Background: an optimization exercise with open tools, aiming at small area and a short achievable clock period. Do not read the settings as production practice. Function was checked by simulation only, so behaviour that the tests miss may differ from the original. Power and IR drop assume default switching activity.

==> inputs of v28 <==
==> flow/design.v (excerpt) <==
module conv3x3_mac_stage
#(
    parameter int N     = 32,
    parameter int SHIFT = 4
) (
    input  logic        clk,
    input  logic        rst,
    input  logic        data_load,
    input  logic [71:0] window,
    input  logic        frame_start,
    input  logic        coef_we,
    input  logic [3:0]  coef_addr,
    input  logic [7:0]  coef_data,
    output logic [7:0]  pix_o,
    output logic        valid_o,
    output logic        frame_done_o
);
    localparam int CW = $clog2(N);
    logic [CW-1:0] col, row;
    logic          last;
    logic [4:0] vpipe;
    logic [71:64]   win_q;
    logic [71:0]   coef_q;
    logic [35:0]   psum_q;
    logic [8:0] c1x_0, c2x_0, psum_0;
    logic [8:0] c1x_1, c2x_1, psum_1;
    logic [8:0] c1x_2, c2x_2, psum_2;
    logic [8:0] c1x_3, c2x_3, psum_3;
    logic sa_0_0;
    logic sb_0_0;
    logic sc_0_0;
    logic [8:0] u_0_0;
    logic u_0_0_a0, u_0_0_b0, u_0_0_c0;
    logic u_0_0_a1, u_0_0_b1, u_0_0_c1;
    logic u_0_0_a2, u_0_0_b2, u_0_0_c2;
    logic u_0_0_a3, u_0_0_b3, u_0_0_c3;
    logic u_0_0_a4, u_0_0_b4, u_0_0_c4;
    logic u_0_0_a5, u_0_0_b5, u_0_0_c5;
    logic u_0_0_a6, u_0_0_b6, u_0_0_c6;
    logic u_0_0_a7, u_0_0_b7, u_0_0_c7;
    logic u_0_0_a8, u_0_0_b8, u_0_0_c8;
    logic sa_0_1;
    logic sb_0_1;
    logic sc_0_1;
    logic [8:0] u_0_1;
    logic u_0_1_a0, u_0_1_b0, u_0_1_c0;
    logic u_0_1_a1, u_0_1_b1, u_0_1_c1;
    logic u_0_1_a2, u_0_1_b2, u_0_1_c2;
    logic u_0_1_a3, u_0_1_b3, u_0_1_c3;
    logic u_0_1_a4, u_0_1_b4, u_0_1_c4;
    logic u_0_1_a5, u_0_1_b5, u_0_1_c5;
    logic u_0_1_a6, u_0_1_b6, u_0_1_c6;
    logic u_0_1_a7, u_0_1_b7, u_0_1_c7;
    logic u_0_1_a8, u_0_1_b8, u_0_1_c8;
    logic sa_0_2;
    logic sb_0_2;
    logic sc_0_2;
    logic [8:0] u_0_2;
    logic u_0_2_a0, u_0_2_b0, u_0_2_c0;
    logic u_0_2_a1, u_0_2_b1, u_0_2_c1;
    logic u_0_2_a2, u_0_2_b2, u_0_2_c2;
    logic u_0_2_a3, u_0_2_b3, u_0_2_c3;
    logic u_0_2_a4, u_0_2_b4, u_0_2_c4;
    logic u_0_2_a5, u_0_2_b5, u_0_2_c5;
    logic u_0_2_a6, u_0_2_b6, u_0_2_c6;
    logic u_0_2_a7, u_0_2_b7, u_0_2_c7;
    logic u_0_2_a8, u_0_2_b8, u_0_2_c8;
    logic sa_0_3;
    logic sb_0_3;
    logic sc_0_3;
    logic [8:0] u_0_3;
  ...
export LEC_CHECK = 0
export CAP_MARGIN = 20
export CORE_MARGIN = 2
export CORE_UTILIZATION = 60
export CTS_CLUSTER_DIAMETER = 100
export CTS_CLUSTER_SIZE = 30
export SETUP_SLACK_MARGIN = 3.6
export SLEW_MARGIN = 20
export SYNTH_HIERARCHICAL = 1
create_clock -name core_clock -period 6.0 [get_ports {clk}]
run.sh (not shown) runs the stock make flow with config.mk's settings and CLKGATE_MAP_FILE= SYNTH_SCRIPT=/design/flow/synth_recipe.tcl, a recipe that flattens the netlist after the stock synthesis.
==> inputs of v5, as changes to v28 <==
CORE_UTILIZATION = 40   (was 60)
CTS_CLUSTER_DIAMETER = not set   (was 100)
CTS_CLUSTER_SIZE = not set   (was 30)
==> inputs of v2, as changes to v28 <==
--- a/flow/design.v
+++ b/flow/design.v
@@ -2997,4 +2997,13 @@
     assign y = ~(a & b);
 endmodule
+module conv_a22oi (
+    input  logic a1,
+    input  logic a2,
+    input  logic b1,
+    input  logic b2,
+    output logic y
+);
+    assign y = ~((a1 & a2) | (b1 & b2));
+endmodule
 module conv_nand3 (
     input  logic a,
CTS_CLUSTER_DIAMETER = 80   (was 100)
CTS_CLUSTER_SIZE = 25   (was 30)
==> inputs of v17, as changes to v28 <==
--- a/flow/design.v
+++ b/flow/design.v
@@ -2997,4 +2997,13 @@
     assign y = ~(a & b);
 endmodule
+module conv_a22oi (
+    input  logic a1,
+    input  logic a2,
+    input  logic b1,
+    input  logic b2,
+    output logic y
+);
+    assign y = ~((a1 & a2) | (b1 & b2));
+endmodule
 module conv_nand3 (
     input  logic a,
CTS_CLUSTER_DIAMETER = 80   (was 100)
CTS_CLUSTER_SIZE = 25   (was 30)
SETUP_SLACK_MARGIN = 3.75   (was 3.6)
==> summary.txt <==
outcome finished clean; Placement Setup Slack 2930 ps; VDD IR max 0.311 mV; pin count of the biggest net entering global routing 59; H-tree levels 1; PnR worst setup slack 3540 ps; metal2 WL 42700 um; biggest cell delay along the critical path 650 ps; Post-Layout Cell Count 3470; sequential cell area 9920 um^2; number of buffers created by CTS 28; area of the multi-input gates 17100 um^2; share of cells above drive strength 1 16.5%; CTS resizes 329; sequential share of cell area 33.0%
(the above is from v2)
==> summary.txt <==
outcome finished clean; hold buffers post-CTS 0; Core Area 64600 um^2; Routed WL 101000 um; area of the multi-input gates 17400 um^2; area share of fa/ha/maj cells after synthesis 28.7%; Crit-path slowest cell fa_1; Worst Tran Pin Value 686 ps; VDD IR max 0.215 mV; post-synth top area share 35.8%; sequential share of cell area 31.2%; biggest cell delay along the critical path 560 ps; H-tree levels 2; sequential cell area 9940 um^2; total number of vias 21400; die extent in x 260 um; share of cells above drive strength 1 20.0%; PnR Total Power 0.00791 W; Post-Layout Cell Count 3822; Placement Setup Slack 3080 ps; number of buffers created by CTS 51; pin count of the biggest net entering global routing 108
(the above is from v5)
==> summary.txt <==
outcome finished clean; Placement Setup Slack 2930 ps; sequential share of cell area 33.4%; pin count of the biggest net entering global routing 59; metal2 WL 41000 um; biggest cell delay along the critical path 620 ps; VDD IR max 0.224 mV; H-tree levels 1; Post-Layout Cell Count 3449; PnR worst setup slack 3530 ps; sequential cell area 9930 um^2; number of buffers created by CTS 21; area of the multi-input gates 17000 um^2
(the above is from v28)
==> summary.txt <==
outcome finished clean; sequential share of cell area 30.7%; CTS resizes 707; Worst Hold Class register to register; pin count of the biggest net entering global routing 96; CTS Buffer Depth 3; Clock Skew 45.3 ps; H-tree levels 1; logic gate share of total power 20.2%; Placement Setup Slack 2990 ps; VDD IR max 0.339 mV; area of the multi-input gates 18600 um^2; Min Hold Slack 318 ps; number of buffers created by CTS 30; sequential cell area 10100 um^2; biggest cell delay along the critical path 680 ps; Max Freq 397 MHz
(the above is from v17)

* * *

==> inputs of exp/juniper <==
conv3x3_mac_stage with an RTL version that a note above also has.
make LEC_CHECK=0 CAP_MARGIN=20 CORE_MARGIN=2 CORE_UTILIZATION=60 CTS_CLUSTER_DIAMETER=80 CTS_CLUSTER_SIZE=25 SETUP_SLACK_MARGIN=3.5 SLEW_MARGIN=20 SYNTH_HIERARCHICAL=1 finish   # period 6.0 ns
==> exp/raven: changes against exp/juniper <==
--- a/flow/config.mk
+++ b/flow/config.mk
@@ -9,6 +9,7 @@
 export CORE_MARGIN = 2
-export CORE_UTILIZATION = 60
-export CTS_CLUSTER_DIAMETER = 80
-export CTS_CLUSTER_SIZE = 25
-export SETUP_SLACK_MARGIN = 3.5
+export CORE_UTILIZATION = 68
+export CTS_CLUSTER_DIAMETER = 100
+export CTS_CLUSTER_SIZE = 30
+export PLACE_DENSITY = 0.72
+export SETUP_SLACK_MARGIN = 3.6
 export SLEW_MARGIN = 20
==> exp/lagoon: changes against exp/juniper <==
--- a/flow/config.mk
+++ b/flow/config.mk
@@ -7,3 +7,3 @@
 export LEC_CHECK = 0
-export CAP_MARGIN = 20
+export CAP_MARGIN = 10
 export CORE_MARGIN = 2
@@ -12,4 +12,4 @@
 export CTS_CLUSTER_SIZE = 25
-export SETUP_SLACK_MARGIN = 3.5
-export SLEW_MARGIN = 20
+export SETUP_SLACK_MARGIN = 3.6
+export SLEW_MARGIN = 10
 export SYNTH_HIERARCHICAL = 1
==> comparison table <==
Post-layout utilization of the core: exp/lagoon 0.699; exp/juniper 0.679; exp/raven 0.784
Clock buffer cells: exp/lagoon 30; exp/juniper 28; exp/raven 21
Layout Skew: exp/lagoon 0.0322 ns; exp/juniper 0.0272 ns; exp/raven 0.0277 ns
Result of the run: exp/lagoon no timing/DRC/antenna violations; exp/juniper no timing/DRC/antenna violations; exp/raven no timing/DRC/antenna violations
Dpl cells: exp/lagoon 3,398; exp/juniper 3,399; exp/raven 3,324
Proportion of cell area spent on the clock network: exp/lagoon 0.0323; exp/juniper 0.0294; exp/raven 0.0194
Met1 Track Usage GR: exp/lagoon 0.570; exp/juniper 0.573; exp/raven 0.621
Sequential portion of the cell area: exp/lagoon 0.330; exp/juniper 0.333; exp/raven 0.336
Wire length of the first global-routing pass: exp/lagoon 139 mm; exp/juniper 142 mm; exp/raven 149 mm
Worst setup path endpoint: exp/lagoon pr0[78]$_DFF_P_; exp/juniper pr0[88]$_DFF_P_; exp/raven pr0[51]$_DFF_P_
Hpwl dp: exp/lagoon 73.9 mm; exp/juniper 76.4 mm; exp/raven 74.7 mm
Place WS: exp/lagoon 2.93 ns; exp/juniper 2.74 ns; exp/raven 2.92 ns
Transition time at the pin with the least slew margin: exp/lagoon 0.651 ns; exp/juniper 0.653 ns; exp/raven 0.706 ns
Post-layout instance area: exp/lagoon 0.0301 sq mm; exp/juniper 0.0293 sq mm; exp/raven 0.0296 sq mm
Beginning of the worst hold path: exp/lagoon pr1[62]$_DFF_P_; exp/juniper pr0[9]$_DFF_P_; exp/raven pr0[17]$_DFF_P_
Tapcells: exp/lagoon 585; exp/juniper 585; exp/raven 511
Total wire length after detailed routing: exp/lagoon 98.6 mm; exp/juniper 100 mm; exp/raven 106 mm
Antenna violations before repair: exp/lagoon 4; exp/juniper 9; exp/raven 8
Clk slew on worst S/H paths: exp/lagoon 0.09 ns; exp/juniper 0.10 ns; exp/raven 0.12 ns

[re-timing with driven ports]
Ports are ideal in the flow. The routed layouts listed here were re-timed in OpenROAD. Step 1 assumes that a clkbuf_16 drives the clock port and a buf_2 every other input. Step 2 also shifts input and output timing later by t, the mid clock arrival at the registers, as if the neighbouring blocks saw the same clock. Slacks: no drivers / after step 1 / after step 2; pairs: no drivers / after step 1.
run | t (ns) | setup WS [ns] | worst setup path at the end | worst register clock-pin slew, ns
v28 | 0.631 | 3.526 / 3.526 / 3.158 | input to register | 0.11 / 0.11
v5 | 0.670 | 3.489 / 3.489 / 3.174 | input to register | 0.07 / 0.07
v2 | 0.659 | 3.536 / 3.536 / 3.187 | input to register | 0.10 / 0.10
v17 | 0.684 | 3.478 / 3.478 / 3.162 | input to register | 0.10 / 0.10
exp/juniper | 0.651 | 3.445 / 3.445 / 3.074 | input to register | 0.10 / 0.10
exp/raven | 0.641 | 3.499 / 3.499 / 3.109 | input to register | 0.12 / 0.12
exp/lagoon | 0.659 | 3.536 / 3.536 / 3.187 | input to register | 0.10 / 0.10
After both steps every run listed still meets setup and hold. For exp/raven, which loses most, drivers alone change the setup slack by 0.000 ns; drivers and shift together by -0.390 ns.
